From an optimization exercise on the open Yosys and OpenROAD flow, aimed at small area; shortcuts taken in it are not production practice. The RTL of this run was laid out without a check of its function. Power figures rest on the tool's default switching activity, not on a simulated workload.

## flow/design.v

```verilog
package cube_pkg;
    localparam int COLOR_W   = 8;                    
    localparam int DIM_W     = 8;                    
    localparam int PRODUCT_W = COLOR_W + DIM_W;      
    localparam int BIT_IDX_W = $clog2(COLOR_W);      
    typedef logic [COLOR_W-1:0]   color_t;           
    typedef logic [DIM_W-1:0]     dim_t;             
    typedef logic [PRODUCT_W-1:0] product_t;         
    typedef logic [BIT_IDX_W-1:0] bit_idx_t;         
    typedef enum logic [2:0] {
        ST_IDLE,                                     
        ST_LOAD,                                     
        ST_MULT,                                     
        ST_SEND,                                     
        ST_FINISHED                                  
    } seq_state_t;
endpackage
`timescale 1ns/1ns
module raster_sequencer
#(
    parameter int NUM_LANES       = 10,
    parameter int WORDS_PER_FRAME = 3,
    parameter int BIT_PERIOD      = 20
) (
    input  logic clk,
    input  logic reset,
    input  logic enable_i,
    input  logic ack_i,
    input  logic pix_valid_i,
    input  cube_pkg::dim_t pix_dim_i,
    input  logic period_end_i,
    output logic pix_ready_o,
    output logic finished_o,
    output logic load_o,
    output logic mult_step_o,
    output logic mult_add_o,
    output logic send_o,
    output logic shift_o,
    output logic timer_run_o
);
    localparam int WORD_W = (WORDS_PER_FRAME > 1) ? $clog2(WORDS_PER_FRAME) : 1;
    localparam logic [WORD_W-1:0] LAST_WORD = WORD_W'(WORDS_PER_FRAME - 1);
    localparam cube_pkg::bit_idx_t LAST_STEP = cube_pkg::bit_idx_t'(cube_pkg::COLOR_W - 1);
    cube_pkg::seq_state_t        state;
    cube_pkg::seq_state_t        state_next;
    cube_pkg::bit_idx_t          step_cnt;                     
    logic [WORD_W-1:0] word_cnt;                     
    cube_pkg::dim_t              dim_q;                        
    logic              xfer;
    logic              last_step;
    logic              last_word;
    logic              word_done;
    if (NUM_LANES < 1 || WORDS_PER_FRAME < 1 || BIT_PERIOD < 2) begin : g_param_check
        $error("raster_sequencer: NUM_LANES, WORDS_PER_FRAME or BIT_PERIOD out of range");
    end
    assign xfer      = pix_ready_o & pix_valid_i;    
    assign last_step = (step_cnt == LAST_STEP);
    assign last_word = (word_cnt == LAST_WORD);
    assign word_done = (state == cube_pkg::ST_SEND) && period_end_i && last_step;
    always_comb begin
        state_next = state;
        case (state)
            cube_pkg::ST_IDLE: begin
                if (enable_i) begin
                    state_next = cube_pkg::ST_LOAD;
                end
            end
            cube_pkg::ST_LOAD: begin
                if (xfer) begin
                    state_next = cube_pkg::ST_MULT;
                end
            end
            cube_pkg::ST_MULT: begin
                if (last_step) begin
                    state_next = cube_pkg::ST_SEND;
                end
            end
            cube_pkg::ST_SEND: begin
                if (word_done) begin
                    state_next = last_word ? cube_pkg::ST_FINISHED : cube_pkg::ST_LOAD;
                end
            end
            cube_pkg::ST_FINISHED: begin
                if (ack_i) begin
                    state_next = cube_pkg::ST_IDLE;
                end
            end
            default: begin
                state_next = cube_pkg::ST_IDLE;
            end
        endcase
    end
    always_ff @(posedge clk) begin
        if (reset) begin
            state       <= cube_pkg::ST_IDLE;
            step_cnt    <= '0;
            word_cnt    <= '0;
            pix_ready_o <= 1'b0;
            finished_o  <= 1'b0;
            send_o      <= 1'b0;
            shift_o     <= 1'b0;
        end else begin
            state       <= state_next;
            pix_ready_o <= (state_next == cube_pkg::ST_LOAD);
            finished_o  <= (state_next == cube_pkg::ST_FINISHED);
            send_o      <= (state == cube_pkg::ST_SEND);
            shift_o     <= (state == cube_pkg::ST_SEND) && period_end_i;
            if (state == cube_pkg::ST_MULT || ((state == cube_pkg::ST_SEND) && period_end_i)) begin
                step_cnt <= step_cnt + 1'b1;
            end
            if (word_done) begin
                word_cnt <= last_word ? '0 : word_cnt + 1'b1;
            end
        end
    end
    always_ff @(posedge clk) begin
        if (xfer) begin
            dim_q <= pix_dim_i;
        end else if (state == cube_pkg::ST_MULT) begin
            dim_q <= dim_q >> 1;
        end
    end
    assign load_o      = xfer;                       
    assign mult_step_o = (state == cube_pkg::ST_MULT);
    assign mult_add_o  = dim_q[0];                   
    assign timer_run_o = (state == cube_pkg::ST_SEND);
endmodule
`timescale 1ns/1ns
module bit_timer #(
    parameter int BIT_PERIOD = 20,
    parameter int ONE_HIGH   = 13,
    parameter int ZERO_HIGH  = 6
) (
    input  logic clk,
    input  logic reset,
    input  logic timer_run_i,
    output logic period_end_o,
    output logic one_level_o,
    output logic zero_level_o
);
    localparam int CNT_W = $clog2(BIT_PERIOD);
    localparam logic [CNT_W-1:0] LAST_CNT = CNT_W'(BIT_PERIOD - 1);
    localparam logic [CNT_W-1:0] ONE_CNT  = CNT_W'(ONE_HIGH);
    localparam logic [CNT_W-1:0] ZERO_CNT = CNT_W'(ZERO_HIGH);
    logic [CNT_W-1:0] cnt;                           
    if (!(ZERO_HIGH > 0 && ZERO_HIGH < ONE_HIGH && ONE_HIGH < BIT_PERIOD)) begin : g_param_check
        $error("bit_timer: need 0 < ZERO_HIGH < ONE_HIGH < BIT_PERIOD");
    end
    always_ff @(posedge clk) begin
        if (reset) begin
            cnt          <= '0;
            one_level_o  <= 1'b0;
            zero_level_o <= 1'b0;
        end else begin
            if (!timer_run_i || cnt == LAST_CNT) begin
                cnt <= '0;                           
            end else begin
                cnt <= cnt + 1'b1;
            end
            one_level_o  <= timer_run_i && (cnt < ONE_CNT);
            zero_level_o <= timer_run_i && (cnt < ZERO_CNT);
        end
    end
    assign period_end_o = timer_run_i && (cnt == LAST_CNT);
endmodule
`timescale 1ns/1ns
module lane_shifter
(
    input  logic   clk,
    input  logic   reset,
    input  cube_pkg::color_t color_i,
    input  logic   load_i,
    input  logic   mult_step_i,
    input  logic   mult_add_i,
    input  logic   send_i,
    input  logic   shift_i,
    input  logic   one_level_i,
    input  logic   zero_level_i,
    output logic   sout_o
);
    cube_pkg::product_t acc;                                   
    cube_pkg::product_t mcand;                                 
    cube_pkg::color_t   out_q;                                 
    always_ff @(posedge clk) begin
        if (load_i) begin
            acc   <= '0;
            mcand <= cube_pkg::product_t'(color_i);
        end else if (mult_step_i) begin
            if (mult_add_i) begin
                acc <= acc + mcand;
            end
            mcand <= mcand << 1;
        end
    end
    always_ff @(posedge clk) begin
        if (!send_i) begin
            out_q <= acc[cube_pkg::PRODUCT_W-1 -: cube_pkg::COLOR_W];    
        end else if (shift_i) begin
            out_q <= {out_q[cube_pkg::COLOR_W-2:0], 1'b0};
        end
    end
    always_ff @(posedge clk) begin
        if (reset) begin
            sout_o <= 1'b0;
        end else if (send_i) begin
            sout_o <= out_q[cube_pkg::COLOR_W-1] ? one_level_i : zero_level_i;
        end else begin
            sout_o <= 1'b0;
        end
    end
endmodule
`timescale 1ns/1ns
module cube_raster
#(
    parameter int NUM_LANES       = 10,
    parameter int WORDS_PER_FRAME = 3,
    parameter int BIT_PERIOD      = 20,
    parameter int ONE_HIGH        = 13,
    parameter int ZERO_HIGH       = 6
) (
    input  logic                   clk,
    input  logic                   reset,
    input  logic                   enable_i,
    input  logic                   ack_i,
    input  logic                   pix_valid_i,
    output logic                   pix_ready_o,
    input  cube_pkg::color_t [NUM_LANES-1:0] pix_color_i,    
    input  cube_pkg::dim_t pix_dim_i,
    output logic                   finished_o,
    output logic [NUM_LANES-1:0]   sout_o
);
    logic load;
    logic mult_step;
    logic mult_add;
    logic send;
    logic shift;
    logic timer_run;
    logic period_end;
    logic one_level;
    logic zero_level;
    raster_sequencer #(
        .NUM_LANES       (NUM_LANES),
        .WORDS_PER_FRAME (WORDS_PER_FRAME),
        .BIT_PERIOD      (BIT_PERIOD)
    ) i_raster_sequencer (
        .clk          (clk),
        .reset        (reset),
        .enable_i     (enable_i),
        .ack_i        (ack_i),
        .pix_valid_i  (pix_valid_i),
        .pix_dim_i    (pix_dim_i),
        .period_end_i (period_end),
        .pix_ready_o  (pix_ready_o),
        .finished_o   (finished_o),
        .load_o       (load),
        .mult_step_o  (mult_step),
        .mult_add_o   (mult_add),
        .send_o       (send),
        .shift_o      (shift),
        .timer_run_o  (timer_run)
    );
    bit_timer #(
        .BIT_PERIOD (BIT_PERIOD),
        .ONE_HIGH   (ONE_HIGH),
        .ZERO_HIGH  (ZERO_HIGH)
    ) i_bit_timer (
        .clk          (clk),
        .reset        (reset),
        .timer_run_i  (timer_run),
        .period_end_o (period_end),
        .one_level_o  (one_level),
        .zero_level_o (zero_level)
    );
    for (genvar i = 0; i < NUM_LANES; i++) begin : g_lane
        lane_shifter i_lane_shifter (
            .clk          (clk),
            .reset        (reset),
            .color_i      (pix_color_i[i]),
            .load_i       (load),
            .mult_step_i  (mult_step),
            .mult_add_i   (mult_add),
            .send_i       (send),
            .shift_i      (shift),
            .one_level_i  (one_level),
            .zero_level_i (zero_level),
            .sout_o       (sout_o[i])
        );
    end
endmodule
```

## flow/run.sh

```bash
#!/bin/bash
# synth_recipe.tcl (not shown) runs the flow's synth.tcl, then flattens the netlist and writes it again
# the make line also repeats each setting of config.mk as NAME=value (left out here)
make -C /OpenROAD-flow-scripts/flow DESIGN_CONFIG=/design/flow/config.mk WORK_HOME=/design/flow/orfs CLKGATE_MAP_FILE= SYNTH_SCRIPT=/design/flow/synth_recipe.tcl finish
```

## flow/config.mk

```make
export PLATFORM = sky130hd
export DESIGN_NAME = cube_raster
export DESIGN_NICKNAME = cube_raster
export VERILOG_FILES = /design/flow/design.v
export SDC_FILE = /design/flow/constraint.sdc
export NUM_CORES = 4
export LEC_CHECK = 0
export CAP_MARGIN = 20
export CORE_MARGIN = 2
export CORE_UTILIZATION = 40
export SLEW_MARGIN = 20
```

## flow/constraint.sdc

```tcl
create_clock -name core_clock -period 5.0 [get_ports {clk}]
set_input_delay 1.0000 -clock core_clock [delete_from_list [all_inputs] [get_ports {clk}]]
set_output_delay 1.0000 -clock core_clock [all_outputs]
set_load 0.01 [all_outputs]
```

==> summary.txt <==
Status - complete, no violations
Switch share - 0.2517
Cell Count Post-Placement - 3,342
Diode count - 0
Leak - 10.99 nW
Starting density of the core - 0.4036
Power per cell area - 328.6 nW/um2
Clock Latency Late Sink - 0.59 ns
Hold Crit Class - flip-flop to flip-flop
H-tree level count - 2
Cell depth of the worst hold path - 2
Logic gate share of total power - 0.119
CP cell instances - clkdlybuf4s50_1
Final instance area - 26,580 um2
Global-route wire length before repair - 90.56 mm
RSZ-0062 raised after global routing - no
CTS Buf Count - 49
Mux cell area share after synthesis - 0.04262
Post-synthesis register bit count - 437
Reg2reg setup slack - 1.85 ns
Die Area - 59,930 um2
TritonRoute pass-1 iters - 5
Via density - 5.359
Hold Buf Count CTS - 0
Final hold viol count - 0
Final min period - 3.248 ns
Syn Nets - 2,833
Avg WL per Cell - 15.95 um
I/O pin count - 105
# Max-Cap Violations - 0
Core Rows - 88
Tightest Pin Transition - 1.009 ns
Complex-gate fraction of the synthesized area - 0.1633
Largest family of logic cells by synthesized area - simple AND/OR/NAND/NOR gates
Die Ht - 244.8 um
Clock share of power - 0.420
FF-to-FF Start - g_lane[7].i_lane_shifter.mcand[0]
Synth top area cells - dfxtp_1 23%, edfxtp_1 22%, nand2_1 9.1%, ha_1 8.3%, a21oi_1 5.5%
Cell taking the most area after synthesis - dfxtp_1
Largest net degree at the start of global routing - 94
Sink Count - 437
Ys async rst share - 0
Seq/Total Area, Yosys - 0.4497
Cell with the most instances after synthesis - nand2_1
Mean Syn Cell Area - 9.001 um2
Count of final setup violators - 0
Post-synth EDFFs - 168
Clock Tree Buf Depth - 3
R2r endpoint - g_lane[7].i_lane_shifter.acc[14]
Final HPWL DP - 35.86 mm
CP max FO - 14
CP required - 4.00 ns
Total GRT Usage - 0.1824
Max_slew headroom - 0.3263
Int Pwr - 6.536 mW
Synth Area in Simple Gates - 0.1914
Hold Path Sink - g_lane[3].i_lane_shifter.acc[4]
RD Place Congestion - 0.8514
Layout cells sized above 1 - 0.07306
Vias - 18.40k
DRC violations left - 0
WL final - 54.78 mm
CORE AREA - 57,480 um2
Hold_sp - g_lane[3].i_lane_shifter.acc[4]
Worst Path Buf+Inv - 1
GR Util met2 - 0.2985
Met3 usage - 0.02558
Sequential fraction of design power - 0.462
IO buf count - 104
Vias in the first global route - 17.97k
Clock slew at reported path FFs - 0.06 ns
Layout Nets - 2,884
Worst setup EP type - output pin
Final Max Tran Viols - 0
Fin Setup TNS - 0 ns
WP data arrival - 2.25 ns
Placed Area - 24,940 um2
Ys flop type - dfxtp_1
Root Buffer - clkbuf_16
Min Hold Slack - 0.4549 ns
Area share of the largest cell type after synthesis - 0.2322
Netlist cell types - 69
CP max stage cell - dfxtp_1
Initial antenna violation count - 1
FMAX - 307.9 MHz
Mapped Area - 23,190 um2
Final Cycle Share - 0.6496
Gate Count Post-Synth - 2,577
CP delay by family, top - flip-flops
FF-to-FF path depth - 10
Worst ir drop on vdd - 0.2237 mV
Post-CTS Setup Inserts - 0
Critical path class - flip-flop to output pin
CTS resizes - 0
GR peak layer - met2
YS warnings - 3
Area Overhead vs Synth - 14.59%
Synth Area in Adders - 0.09116
Post-synth top cells - 560 x nand2_1, 269 x dfxtp_1, 256 x a21oi_1, 168 x edfxtp_1, 153 x ha_1
Layout Skew - 0.01985 ns
Chip Width - 244.8 um
Antenna viol nets, final - 0
Crit path launch type - flip-flop
CTS tree - done
Largest stage delay, worst path - 0.98 ns
Gr ovfl total - 0
Post-synthesis xor/xnor area fraction - 0.03021
Finished Layout Cells - 3,434
Met1 Use GR - 0.2488
Iteration-0 DRC Markers - 1,108
NetSw - 2.198 mW
[sequential cells by signal, summed over array words and instances, names as in the netlist]
name                            cells
i_raster_sequencer.pix_ready_o      1
i_raster_sequencer.shift_o          1
g_lane.i_lane_shifter.acc         160
i_raster_sequencer.dim_q            8
g_lane.i_lane_shifter.out_q        80
i_raster_sequencer.state            3
i_raster_sequencer.step_cnt         3
i_bit_timer.cnt                     5
i_raster_sequencer.finished_o       1
i_raster_sequencer.send_o           1
i_bit_timer.zero_level_o            1
i_raster_sequencer.word_cnt         2
g_lane.i_lane_shifter.mcand       160
g_lane.i_lane_shifter.sout_o       10
i_bit_timer.one_level_o             1
[worst max-delay path by stage]
| stage | start | endpoint | depth (start not counted) |
|---|---|---|---|
| floorplan | pix_valid_i | g_lane[0].i_lane_shifter.mcand[0] | 4 |
| global placement | pix_valid_i | g_lane[3].i_lane_shifter.mcand[2] | 4 |
| detailed placement | pix_valid_i | g_lane[4].i_lane_shifter.mcand[2] | 4 |
| CTS | i_raster_sequencer.pix_ready_o | pix_ready_o | 1 |
| global route | g_lane[1].i_lane_shifter.mcand[0] | g_lane[1].i_lane_shifter.acc[14] | 10 |
| finish | i_raster_sequencer.pix_ready_o | pix_ready_o | 1 |
[power groups by stage]
stage	Sequential (mW)	Clock, mW	Combinational [mW]
global placement	4.10	0	1.00
CTS	4.04	3.76	1.04
finish	4.03	3.67	1.04
detailed placement	4.11	0	1.03
global route	4.06	3.90	1.17
floorplan	4.07	0	0.757
[layer usage]
layer	vias to the layer above	wire length, um
met1	8707	26670
li1	9252	-
met2	357	24680
met3	84	2147
met4	2	1269
met5	-	13
[placed cells by master (no fill, tap or decap), types with 31 or more instances in the layout]
cell	n
nand2_1	557
dfxtp_1	268
a21oi_1	256
edfxtp_1	168
ha_1	153
nor2_1	148
o21ai_0	140
clkdlybuf4s50_1	104
mux2_2	70
nand3_1	63
clkbuf_16	54
nor3_1	53
inv_1	51
a21o_1	49
xnor2_1	45
nor2b_1	44
a211oi_1	37
xor2_1	35
and3_1	31
[kinds of logic after synthesis]
family	after synthesis
xor gates and xnor gates	80
muxes	90
AOI/OAI and AO/OA	622
DFF	437
and+or+nand+nor	1004
adders and majority gates	163
buffers and inverters	181
[layout make-up]
cell class / instances / area [um2]
clock buffers: 66 / 1436
clock inverters: 26 / 203.9
fillers: 5552 / 30900
inverters: 51 / 191.4
multi-input cells: 1959 / 12070
flip-flops and latches: 437 / 10430
well taps: 765 / 957.2
repair buffers: 130 / 1286
[per-stage QoR]
step	total power [mW]	worst slack, ns	utilization
6_report	8.734	1.752	0.4624
5_1_grt	9.125	1.623	0.4624
4_1_cts	8.838	1.684	0.4624
3_5_place_dp	5.141	1.197	0.4339
3_3_place_gp	5.105	1.277	0.4339
2_1_floorplan	4.825	0.9753	-

re-timing with driven ports:
Ports are ideal in the flow. The routed layout listed here was re-timed in OpenROAD. Step 1 assumes that a clkbuf_16 drives the clock port and a buf_2 every other input. Step 2 times the ports against the registers' clock, not the clock port: input delays grow and output delays shrink by t, the midpoint of the rising clock arrivals with the driver on. Slacks: ideal / step 1 / step 2; pairs: ideal / step 1.
shift t [ns]: 0.635
setup slack, ns: 1.752 / 1.696 / 1.336
pins driven straight from the clock port: 1
After both steps setup and hold are still met in this run. The setup slack of this run moves by -0.056 ns with the drivers and by -0.416 ns with both steps.
